This is an optimization exercise on Yosys and OpenROAD, whose aim is small area and a short achievable clock period, not a production implementation. The RTL was checked by simulation tests, not by an equivalence proof against the original design. Power figures rest on the tool's default switching activity, not on a simulated workload.

**flow/config.mk**
```make
export PLATFORM = sky130hd
export DESIGN_NAME = vga_top
export DESIGN_NICKNAME = vga_top
export VERILOG_FILES = /design/flow/design.v
export SDC_FILE = /design/flow/constraint.sdc
export NUM_CORES = 4
export LEC_CHECK = 0
export CAP_MARGIN = 20
export CORE_MARGIN = 2
export CORE_UTILIZATION = 40
export SLEW_MARGIN = 20
```
**flow/constraint.sdc**
```tcl
create_clock -name core_clock -period 11.0 [get_ports {vga_clk}]
set_input_delay 2.2000 -clock core_clock [delete_from_list [all_inputs] [get_ports {vga_clk}]]
set_output_delay 2.2000 -clock core_clock [all_outputs]
set_load 0.01 [all_outputs]
```
**flow/design.v**
```verilog
`timescale 1ns/100ps
package vga_reg_pkg;
  localparam int coord_w    = 12;
  localparam int pitch_w    = 13;
  localparam int reg_addr_w = 12;
  localparam logic [reg_addr_w-1:0] h_disp_start_width = 12'h000;
  localparam logic [reg_addr_w-1:0] h_sync_total       = 12'h004;
  localparam logic [reg_addr_w-1:0] v_disp_start_width = 12'h008;
  localparam logic [reg_addr_w-1:0] v_sync_total       = 12'h00c;
  localparam logic [reg_addr_w-1:0] polarity_reg       = 12'h010;
  localparam logic [reg_addr_w-1:0] display_addr       = 12'h100;
  localparam logic [reg_addr_w-1:0] display_pitch      = 12'h104;
  localparam logic [reg_addr_w-1:0] load_mode          = 12'h108;
  typedef struct packed {
    logic [coord_w-1:0] h_start;
    logic [coord_w-1:0] h_width;
    logic [coord_w-1:0] h_sync;
    logic [coord_w-1:0] h_total;
    logic [coord_w-1:0] v_start;
    logic [coord_w-1:0] v_width;
    logic [coord_w-1:0] v_sync;
    logic [coord_w-1:0] v_total;
    logic               hpol;
    logic               vpol;
    logic [31:0]        disp_addr;
    logic [pitch_w-1:0] pitch;      
  } vga_mode_t;
  localparam vga_mode_t mode_reset = {
    12'd47, 12'd640, 12'd96, 12'd799,
    12'd31, 12'd480, 12'd2,  12'd524,
    1'b0, 1'b0, 32'h0, 13'd80
  };
  typedef struct packed {
    logic                  cyc;
    logic                  stb;
    logic                  we;
    logic [reg_addr_w-1:0] adr;
    logic [31:0]           dat;
    logic [3:0]            sel;
  } wb_req_t;
  typedef struct packed {
    logic        ack;
    logic        err;
    logic [31:0] dat;
  } wb_rsp_t;
endpackage
`timescale 1ns/100ps
package vga_mem_pkg;
  localparam int mem_word_w  = 128;
  localparam int word_bytes  = 16;
  localparam int page_bytes  = 4096;    
  localparam int burst_len_w = 8;
  localparam int fifo_depth  = 32;      
  localparam int fifo_ptr_w  = $clog2(fifo_depth);
  typedef logic [mem_word_w-1:0] mem_word_t;
  typedef struct packed {
    logic                   valid;
    logic [31:0]            addr;
    logic [burst_len_w-1:0] len;    
  } mem_req_t;
  typedef struct packed {
    logic      valid;
    mem_word_t data;
    logic      last;    
  } mem_rsp_t;
endpackage
`timescale 1ns/100ps
import vga_reg_pkg::*;
module vga_regs (
  input  logic                   vga_clk,
  input  logic                   mem_reset,
  input  vga_reg_pkg::wb_req_t   wb_req,
  output vga_reg_pkg::wb_rsp_t   wb_rsp,
  output vga_reg_pkg::vga_mode_t mode,
  output logic                   load
);
  vga_reg_pkg::vga_mode_t   shadow;
  logic        ack;
  logic        err;
  logic [31:0] rd_dat;
  logic        req_seen;
  logic        do_load;
  logic        mapped;
  logic [31:0] cur_img;    
  logic [31:0] wr_img;     
  assign req_seen = wb_req.cyc && wb_req.stb && !ack && !err;
  assign do_load  = req_seen && wb_req.we && (wb_req.adr == load_mode) && wb_req.sel[0];
  assign wb_rsp   = {ack, err, rd_dat};
  always_comb begin
    mapped  = 1'b1;
    cur_img = '0;
    case (wb_req.adr)
      h_disp_start_width: cur_img = {4'h0, shadow.h_width, 4'h0, shadow.h_start};
      h_sync_total:       cur_img = {4'h0, shadow.h_total, 4'h0, shadow.h_sync};
      v_disp_start_width: cur_img = {4'h0, shadow.v_width, 4'h0, shadow.v_start};
      v_sync_total:       cur_img = {4'h0, shadow.v_total, 4'h0, shadow.v_sync};
      polarity_reg:       cur_img = {30'h0, shadow.hpol, shadow.vpol};
      display_addr:       cur_img = shadow.disp_addr;
      display_pitch:      cur_img = 32'(shadow.pitch);
      load_mode:          cur_img = '0;    
      default:            mapped  = 1'b0;
    endcase
    for (int i = 0; i < 4; i++) begin
      wr_img[8*i +: 8] = wb_req.sel[i] ? wb_req.dat[8*i +: 8] : cur_img[8*i +: 8];
    end
  end
  always_ff @(posedge vga_clk) begin
    if (mem_reset) begin
      ack    <= 1'b0;
      err    <= 1'b0;
      load   <= 1'b0;
      shadow <= mode_reset;
      mode   <= mode_reset;
    end else begin
      ack  <= req_seen && mapped;
      err  <= req_seen && !mapped;
      load <= do_load;
      if (do_load) mode <= shadow;
      if (req_seen && wb_req.we) begin
        case (wb_req.adr)
          h_disp_start_width: begin
            shadow.h_start <= wr_img[11:0];
            shadow.h_width <= wr_img[27:16];
          end
          h_sync_total: begin
            shadow.h_sync  <= wr_img[11:0];
            shadow.h_total <= wr_img[27:16];
          end
          v_disp_start_width: begin
            shadow.v_start <= wr_img[11:0];
            shadow.v_width <= wr_img[27:16];
          end
          v_sync_total: begin
            shadow.v_sync  <= wr_img[11:0];
            shadow.v_total <= wr_img[27:16];
          end
          polarity_reg: begin
            shadow.hpol <= wr_img[1];
            shadow.vpol <= wr_img[0];
          end
          display_addr:  shadow.disp_addr <= wr_img;
          display_pitch: shadow.pitch     <= wr_img[pitch_w-1:0];
          default: ;
        endcase
      end
    end
  end
  always_ff @(posedge vga_clk) begin
    if (req_seen) rd_dat <= cur_img;
  end
endmodule
`timescale 1ns/100ps
import vga_reg_pkg::*;
module vga_timing (
  input  logic                            vga_clk,
  input  logic                            mem_reset,
  input  vga_reg_pkg::vga_mode_t          mode,
  input  logic                            load,
  output logic [vga_reg_pkg::coord_w-1:0] horiz_count,
  output logic                            line_start,
  output logic [vga_reg_pkg::coord_w-1:0] line_index,
  output logic                            vga_hsync,
  output logic                            vga_hblank,
  output logic                            vga_vsync,
  output logic                            vga_vblank
);
  logic [coord_w-1:0] vert_count;
  logic [coord_w-1:0] vert_next;
  logic               h_wrap;
  function automatic logic in_window(input logic [vga_reg_pkg::coord_w-1:0] c,
                                     input logic [vga_reg_pkg::coord_w-1:0] start,
                                     input logic [vga_reg_pkg::coord_w-1:0] width);
    in_window = ((c > start) && ({1'b0, c} <= {1'b0, start} + {1'b0, width}));
  endfunction
  function automatic logic sync_on(input logic [coord_w-1:0] c,
                                   input logic [coord_w-1:0] sync,
                                   input logic [coord_w-1:0] total);
    sync_on = (({1'b0, c} + {1'b0, sync}) > {1'b0, total});
  endfunction
  assign h_wrap    = horiz_count >= mode.h_total;
  assign vert_next = (vert_count >= mode.v_total) ? '0 : vert_count + 1'b1;
  always_ff @(posedge vga_clk) begin
    if (mem_reset || load) begin    
      horiz_count <= '0;
      vert_count  <= '0;
      line_start  <= 1'b0;
    end else begin
      line_start <= h_wrap && in_window(vert_next, mode.v_start, mode.v_width);
      if (h_wrap) begin
        horiz_count <= '0;
        vert_count  <= vert_next;
      end else begin
        horiz_count <= horiz_count + 1'b1;
      end
    end
  end
  always_ff @(posedge vga_clk) begin
    if (h_wrap) line_index <= vert_next - mode.v_start - 1'b1;
  end
  always_ff @(posedge vga_clk) begin
    if (mem_reset) begin
      vga_hsync  <= 1'b0;
      vga_hblank <= 1'b0;
      vga_vsync  <= 1'b0;
      vga_vblank <= 1'b0;
    end else begin
      vga_hblank <= !in_window(horiz_count, mode.h_start, mode.h_width);
      vga_hsync  <= mode.hpol ^ sync_on(horiz_count, mode.h_sync, mode.h_total);
      vga_vblank <= !in_window(vert_count, mode.v_start, mode.v_width);
      vga_vsync  <= mode.vpol ^ sync_on(vert_count, mode.v_sync, mode.v_total);
    end
  end
endmodule
`timescale 1ns/100ps
import vga_reg_pkg::*;
import vga_mem_pkg::*;
module vga_fetch (
  input  logic                            vga_clk,
  input  logic                            mem_reset,
  input  vga_reg_pkg::vga_mode_t          mode,
  input  logic                            line_start,
  input  logic [vga_reg_pkg::coord_w-1:0] line_index,
  output vga_mem_pkg::mem_req_t           mem_req,
  input  logic                            mem_ready,
  output logic                            flush
);
  logic [31:0]            line_addr;
  logic [pitch_w-1:0]     words;       
  logic [pitch_w-1:0]     room;        
  logic                   split;
  logic                   req_valid;
  logic [31:0]            req_addr;
  logic [burst_len_w-1:0] req_len;
  logic                   second_pend;
  logic [31:0]            second_addr;
  logic [burst_len_w-1:0] second_len;
  always_comb begin
    line_addr = mode.disp_addr + 32'(line_index) * 32'(mode.pitch);
    words     = mode.pitch / pitch_w'(word_bytes);
    room      = pitch_w'((page_bytes - (line_addr % page_bytes)) / word_bytes);
    split     = words > room;
  end
  assign mem_req = {req_valid, req_addr, req_len};
  always_ff @(posedge vga_clk) begin
    if (mem_reset) begin
      req_valid   <= 1'b0;
      second_pend <= 1'b0;
      flush       <= 1'b0;
    end else begin
      flush <= line_start;
      if (line_start) begin
        req_valid   <= words != '0;
        second_pend <= split;
      end else if (req_valid && mem_ready) begin
        req_valid   <= second_pend;    
        second_pend <= 1'b0;
      end
    end
  end
  always_ff @(posedge vga_clk) begin
    if (line_start) begin
      req_addr    <= line_addr;
      req_len     <= split ? burst_len_w'(room - 1'b1) : burst_len_w'(words - 1'b1);
      second_addr <= line_addr - (line_addr % page_bytes) + page_bytes;
      second_len  <= burst_len_w'(words - room - 1'b1);
    end else if (req_valid && mem_ready && second_pend) begin
      req_addr <= second_addr;
      req_len  <= second_len;
    end
  end
endmodule
`timescale 1ns/100ps
import vga_mem_pkg::*;
module pixel_fifo (
  input  logic                   vga_clk,
  input  logic                   mem_reset,
  input  logic                   flush,
  input  vga_mem_pkg::mem_rsp_t  wr,
  input  logic                   pop,
  output vga_mem_pkg::mem_word_t data,
  output logic                   empty
);
  vga_mem_pkg::mem_word_t             mem [fifo_depth];
  logic [fifo_ptr_w:0]   wr_ptr;    
  logic [fifo_ptr_w:0]   rd_ptr;
  logic                  full;
  assign empty = wr_ptr == rd_ptr;
  assign full  = (wr_ptr[fifo_ptr_w] != rd_ptr[fifo_ptr_w]) &&
                 (wr_ptr[fifo_ptr_w-1:0] == rd_ptr[fifo_ptr_w-1:0]);
  assign data  = mem[rd_ptr[fifo_ptr_w-1:0]];    
  always_ff @(posedge vga_clk) begin
    if (mem_reset || flush) begin
      wr_ptr <= '0;
      rd_ptr <= '0;
    end else begin
      if (wr.valid) wr_ptr <= wr_ptr + 1'b1;
      if (pop && !empty) rd_ptr <= rd_ptr + 1'b1;
    end
  end
  always_ff @(posedge vga_clk) begin
    if (wr.valid) mem[wr_ptr[fifo_ptr_w-1:0]] <= wr.data;
  end
endmodule
`timescale 1ns/100ps
import vga_reg_pkg::*;
import vga_mem_pkg::*;
module vga_scanout (
  input  logic                            vga_clk,
  input  logic                            mem_reset,
  input  vga_reg_pkg::vga_mode_t          mode,
  input  logic [vga_reg_pkg::coord_w-1:0] horiz_count,
  input  vga_mem_pkg::mem_word_t          data,
  input  logic                            empty,
  output logic                            pop,
  output logic [23:0]                     vga_rgb
);
  logic                          active;
  logic [coord_w-1:0]            pix;        
  logic [$clog2(mem_word_w)-1:0] bit_idx;    
  function automatic logic in_window(input logic [vga_reg_pkg::coord_w-1:0] c,
                                     input logic [vga_reg_pkg::coord_w-1:0] start,
                                     input logic [vga_reg_pkg::coord_w-1:0] width);
    in_window = ((c > start) && ({1'b0, c} <= {1'b0, start} + {1'b0, width}));
  endfunction
  always_comb begin
    active  = in_window(horiz_count, mode.h_start, mode.h_width);
    pix     = horiz_count - mode.h_start - 1'b1;
    bit_idx = pix[$bits(bit_idx)-1:0];
  end
  assign pop = active && !empty && (bit_idx == '1);
  always_ff @(posedge vga_clk) begin
    if (mem_reset) begin
      vga_rgb <= '0;
    end else if (active && !empty && data[bit_idx]) begin
      vga_rgb <= '1;
    end else begin
      vga_rgb <= '0;
    end
  end
endmodule
`timescale 1ns/100ps
import vga_reg_pkg::*;
import vga_mem_pkg::*;
module vga_top (
  input  logic         vga_clk,
  input  logic         mem_reset,
  input  logic         wb_cyc,
  input  logic         wb_stb,
  input  logic         wb_we,
  input  logic [11:0]  wb_adr,
  input  logic [31:0]  wb_dat_i,
  input  logic [3:0]   wb_sel,
  output logic         wb_ack,
  output logic         wb_err,
  output logic [31:0]  wb_dat_o,
  output logic         mem_req_valid,
  output logic [31:0]  mem_req_addr,
  output logic [7:0]   mem_req_len,
  input  logic         mem_ready,
  input  logic         mem_rsp_valid,
  input  logic [127:0] mem_rsp_data,
  input  logic         mem_rsp_last,
  output logic         vga_hsync,
  output logic         vga_hblank,
  output logic         vga_vsync,
  output logic         vga_vblank,
  output logic [23:0]  vga_rgb
);
  vga_reg_pkg::wb_req_t            wb_req;
  vga_reg_pkg::wb_rsp_t            wb_rsp;
  vga_mem_pkg::mem_req_t           mem_req;
  vga_mem_pkg::mem_rsp_t           mem_rsp;
  vga_reg_pkg::vga_mode_t          mode;
  logic               load;
  logic [coord_w-1:0] horiz_count;
  logic               line_start;
  logic [coord_w-1:0] line_index;
  logic               flush;
  logic               pop;
  vga_mem_pkg::mem_word_t          fifo_data;
  logic               fifo_empty;
  assign wb_req   = {wb_cyc, wb_stb, wb_we, wb_adr, wb_dat_i, wb_sel};
  assign wb_ack   = wb_rsp.ack;
  assign wb_err   = wb_rsp.err;
  assign wb_dat_o = wb_rsp.dat;
  assign mem_req_valid = mem_req.valid;
  assign mem_req_addr  = mem_req.addr;
  assign mem_req_len   = mem_req.len;
  assign mem_rsp  = {mem_rsp_valid, mem_rsp_data, mem_rsp_last};
  vga_regs u_regs (
    .vga_clk, .mem_reset, .wb_req, .wb_rsp, .mode, .load
  );
  vga_timing u_timing (
    .vga_clk, .mem_reset, .mode, .load, .horiz_count, .line_start, .line_index,
    .vga_hsync, .vga_hblank, .vga_vsync, .vga_vblank
  );
  vga_fetch u_fetch (
    .vga_clk, .mem_reset, .mode, .line_start, .line_index,
    .mem_req, .mem_ready, .flush
  );
  pixel_fifo u_fifo (
    .vga_clk, .mem_reset, .flush, .wr(mem_rsp), .pop,
    .data(fifo_data), .empty(fifo_empty)
  );
  vga_scanout u_scanout (
    .vga_clk, .mem_reset, .mode, .horiz_count,
    .data(fifo_data), .empty(fifo_empty), .pop, .vga_rgb
  );
endmodule
```
**flow/run.sh**
```bash
#!/bin/bash
# synth_recipe.tcl (not shown) runs the flow's synth.tcl, then flattens the netlist and writes it again
# the make line also repeats each setting of config.mk as NAME=value (left out here)
make -C /OpenROAD-flow-scripts/flow DESIGN_CONFIG=/design/flow/config.mk WORK_HOME=/design/flow/orfs CLKGATE_MAP_FILE= SYNTH_SCRIPT=/design/flow/synth_recipe.tcl finish
```
==> reports/metrics.csv <==
stage,metric,value,unit
sta,maxSlewViolCount,0,
setup_path,required,11.77,ns
floorplan,rows,252,
global_routing,grt_use_total,22.3,%
setup_path,slowest_stage,dfxtp_1,
synthesis,ys_ff_latch,4547,
outcome,status,"complete, no violations",
synthesis,ys_types,94,
sta,skew,0.0375,ns
cells_and_area,seqCellArea,133000,sq um
sta,slew_headroom,17.5,%
place,placed_cell_area,199000,sq um
clocking,postCtsSetupBuffers,0,
floorplan,die_area,478000,sq um
setup_path,critPathCaptureType,register,
detailed_routing,vias,108000,
sta,max_slew.worst_pin.slew,1.24,ns
power_and_ir_drop,ir_drop,132,uV
synthesis,synth.avg_cell_area,16.8,sq um
detailed_routing,routed_wl,550000,microns
global_routing,grt_pass1_vias,107000,
detailed_routing,viasPerCell,5.93,
floorplan,core,471000,sq um
floorplan,io-pin-count,287,
setup_path,crit_path_max_incr_delay,0.88,ns
detailed_routing,firstDrtPassIters,9,
setup_path,worst_ep_arrival_time,10.53,ns
clocking,clk_latency,1.01,ns
cells_and_area,drive_gt1_share,13.4,%
detailed_routing,initialDrtViolationCount,12900,
floorplan,start_util,40.1,%
synthesis,ys_seq_area_share,70.4,%
detailed_routing,wl_per_cell,30.2,microns
global_routing,antenna_found_initial,72,
sta,finalHoldViolCount,0,
floorplan,die_h,692,microns
place,place_hpwl,299000,microns
clocking,clock_path_buffers,4,
cells_and_area,multi_input_area,51700,sq um
synthesis,netlist_instances,11300,
clocking,path_clk_slew,0.06,ns
cells_and_area,mostFrequentLayoutCell,edfxtp_1,
clocking,cts_resized,0,
power_and_ir_drop,p_leak,0.0667,uW
synthesis,synth_edf_count,4208,
setup_path,startpoint_type,register,
hold_path,hp-class,register to register,
setup_path,crit_type,register to register,
clocking,cts_num_sinks,4547,
place,portBuffers,285,
setup_path,ff2ff_path_depth,32,
global_routing,grt_start_max_net_pins,109,
detailed_routing,drc,0,
clocking,cts_hold_buf,0,
cells_and_area,fillCellCount,40300,
global_routing,grt-ovfl-total,0,
synthesis,synth_flop_cell,edfxtp_1,
clocking,cts_buffers,460,
cells_and_area,mostFrequentLayoutCells,"edfxtp_1, mux2i_1, nand2_1, a21oi_1, mux4_2",
clocking,root_buffer,clkbuf_16,
clocking,cts_max_level,5,
synthesis,syn_nets,11900,
sta,setup_viol,0,
synthesis,yosys_warnings,5,
job,max_cap_viol_count,0,
detailed_routing,ant_nets,0,
power_and_ir_drop,powerDensity,165,nW/um^2
place,gp_congestion,0.861,
synthesis,synthArstFlopShare,0,%
sta,max_freq,102,MHz
floorplan,die_x,692,microns
sta,fin_crit_sh,88.7,%
cells_and_area,syn_to_final_growth,13.0,%
hold_path,holdPathStages,2,
sta,rsz0062_at_grt,no,
cells_and_area,stdcell_area,214000,sq um
sta,final.setup.tns,0,ns
sta,min_period,9.76,ns
clocking,cts_tree,built,
global_routing,grt_pass1_wl,779000,microns
synthesis,netlist_area,189000,sq um
cells_and_area,nNetsFinal,12200,
setup_path,worst-path-max-fanout,17,
-- final timing paths --
path / from / end / slack, ns
max: u_regs.mode[5] / u_fetch.second_addr[31] / 1.24
min: u_regs.mode[58] / u_regs.mode[58] / 0.46
max reg2reg: u_regs.mode[5] / u_fetch.second_addr[31] / 1.24
min reg2reg: u_regs.mode[58] / u_regs.mode[58] / 0.46
-- critical path: cells and delay by family, from the launching register on --
kind	cells	cell delay (ns)
XOR/XNOR	1	0.29
AO/OA/AOI/OAI	14	3.67
AND/OR/NAND/NOR	4	0.74
adder cells (fa/ha/maj)	9	3.62
buffers and inverters	4	0.30
flip-flops	1	0.88
-- metal layers --
metal  global-route usage (%)  vias up  share of wire, %  wire length, microns
li1                         -    45500                 -                     -
met1                     30.2    56800                41                224000
met2                     36.8     4866                48                265000
met3                     3.35      954               7.8                 42900
met4                     7.65       26               3.4                 18900
met5                        0        -             0.030                   165
-- per-stage QoR --
step	utilization (%)	hold WS (ns)	setup WS, ns	total power (uW)	cells
CTS	45.4	0.458	1.30	35400	18200
global placement	42.2	0.448	1.45	20100	17400
detailed placement	42.2	0.449	1.32	20200	17400
global route	45.4	0.477	0.606	36100	18200
finish	45.4	0.456	1.24	35200	18200
floorplan	-	0.432	2.30	19600	11300
-- cell usage after synthesis (119+ instances only) --
cell / n / area [sq um]
ha_1: 296 / 3700
nand2_1: 778 / 2920
a221oi_1: 335 / 2930
buf_4: 121 / 908
dfxtp_1: 339 / 6790
a221o_1: 138 / 1380
edfxtp_1: 4208 / 126000
clkbuf_1: 384 / 1440
a21oi_1: 525 / 2630
nor2_1: 260 / 976
inv_1: 287 / 1080
nor3_1: 133 / 666
mux4_2: 521 / 11700
xnor2_1: 119 / 1040
nand3_1: 130 / 651
o21ai_0: 288 / 1440
mux2i_1: 1042 / 10400
-- report_power, final --
part / total [uW] / internal, uW / switching (uW) / leakage [uW]
combinational: 783 / 194 / 589 / 0.0188
clock: 15400 / 8700 / 6680 / 0.00718
sequential: 19000 / 19000 / 26.1 / 0.0406
-- kinds of logic (layout without fill, tap and decap cells) --
group           after synthesis  count (layout)  synth area share (%)
compound gates             1959            1959                  7.25
buf+inv                     971            1671                  2.48
xor+xnor                    173             173                 0.809
mux                        1613            1613                  12.0
flops                      4547            4547                  70.4
other cells                   0              22                     0
fa+ha+maj                   416             416                  3.22
simple gates               1611            1611                  3.81
-- registers in the layout (all words and copies together) (netlist names), 8 cells and up, named ones only --
| name | count |
|---|---|
| u_regs.shadow | 143 |
| u_fetch.req_len | 8 |
| u_regs.mode | 143 |
| u_fetch.req_addr | 32 |
| u_fetch.second_len | 8 |
| u_fifo.mem | 4096 |
| u_fetch.second_addr | 20 |
| u_timing.vert_count | 12 |
| u_timing.line_index | 12 |
| u_timing.horiz_count | 12 |
| u_regs.rd_dat | 32 |
-- layout make-up --
type                       instances  area share, %
sequential                      4547           62.3
multi-input combinational       5772           24.2
clock buffer                     570           5.66
tap                             6223           3.64
timing repair buffer             530           2.40
clock inverter                   276           1.23
inverter                         295          0.528
antenna                           22         0.0258

separate check: timing with driven ports:
No port has a modelled driver above. Below, the same layout with a new extraction and two added sets of constraints.
Step 1 sets driving cells, clkbuf_16 on the clock port and buf_2 on the other inputs (assumed; they add their load-dependent delay and slew).
Step 2 moves the port delays by t, midway between the first and last clock arrival at a register: inputs arrive t later, outputs are due t later. That takes back most of the time a late clock gives input paths.
a / b / c = ideal / step 1 / step 2; a / b = the first two.
t, ns: 1.127
setup WS [ns]: 1.243 / 1.243 / 1.243
latest minus earliest clock arrival (ns): 0.067 / 0.067
cell pins on the clock port's net: 1
After both steps setup and hold are still met in this run. For this run, drivers alone change the setup slack by 0.000 ns; drivers and shift together by 0.000 ns.
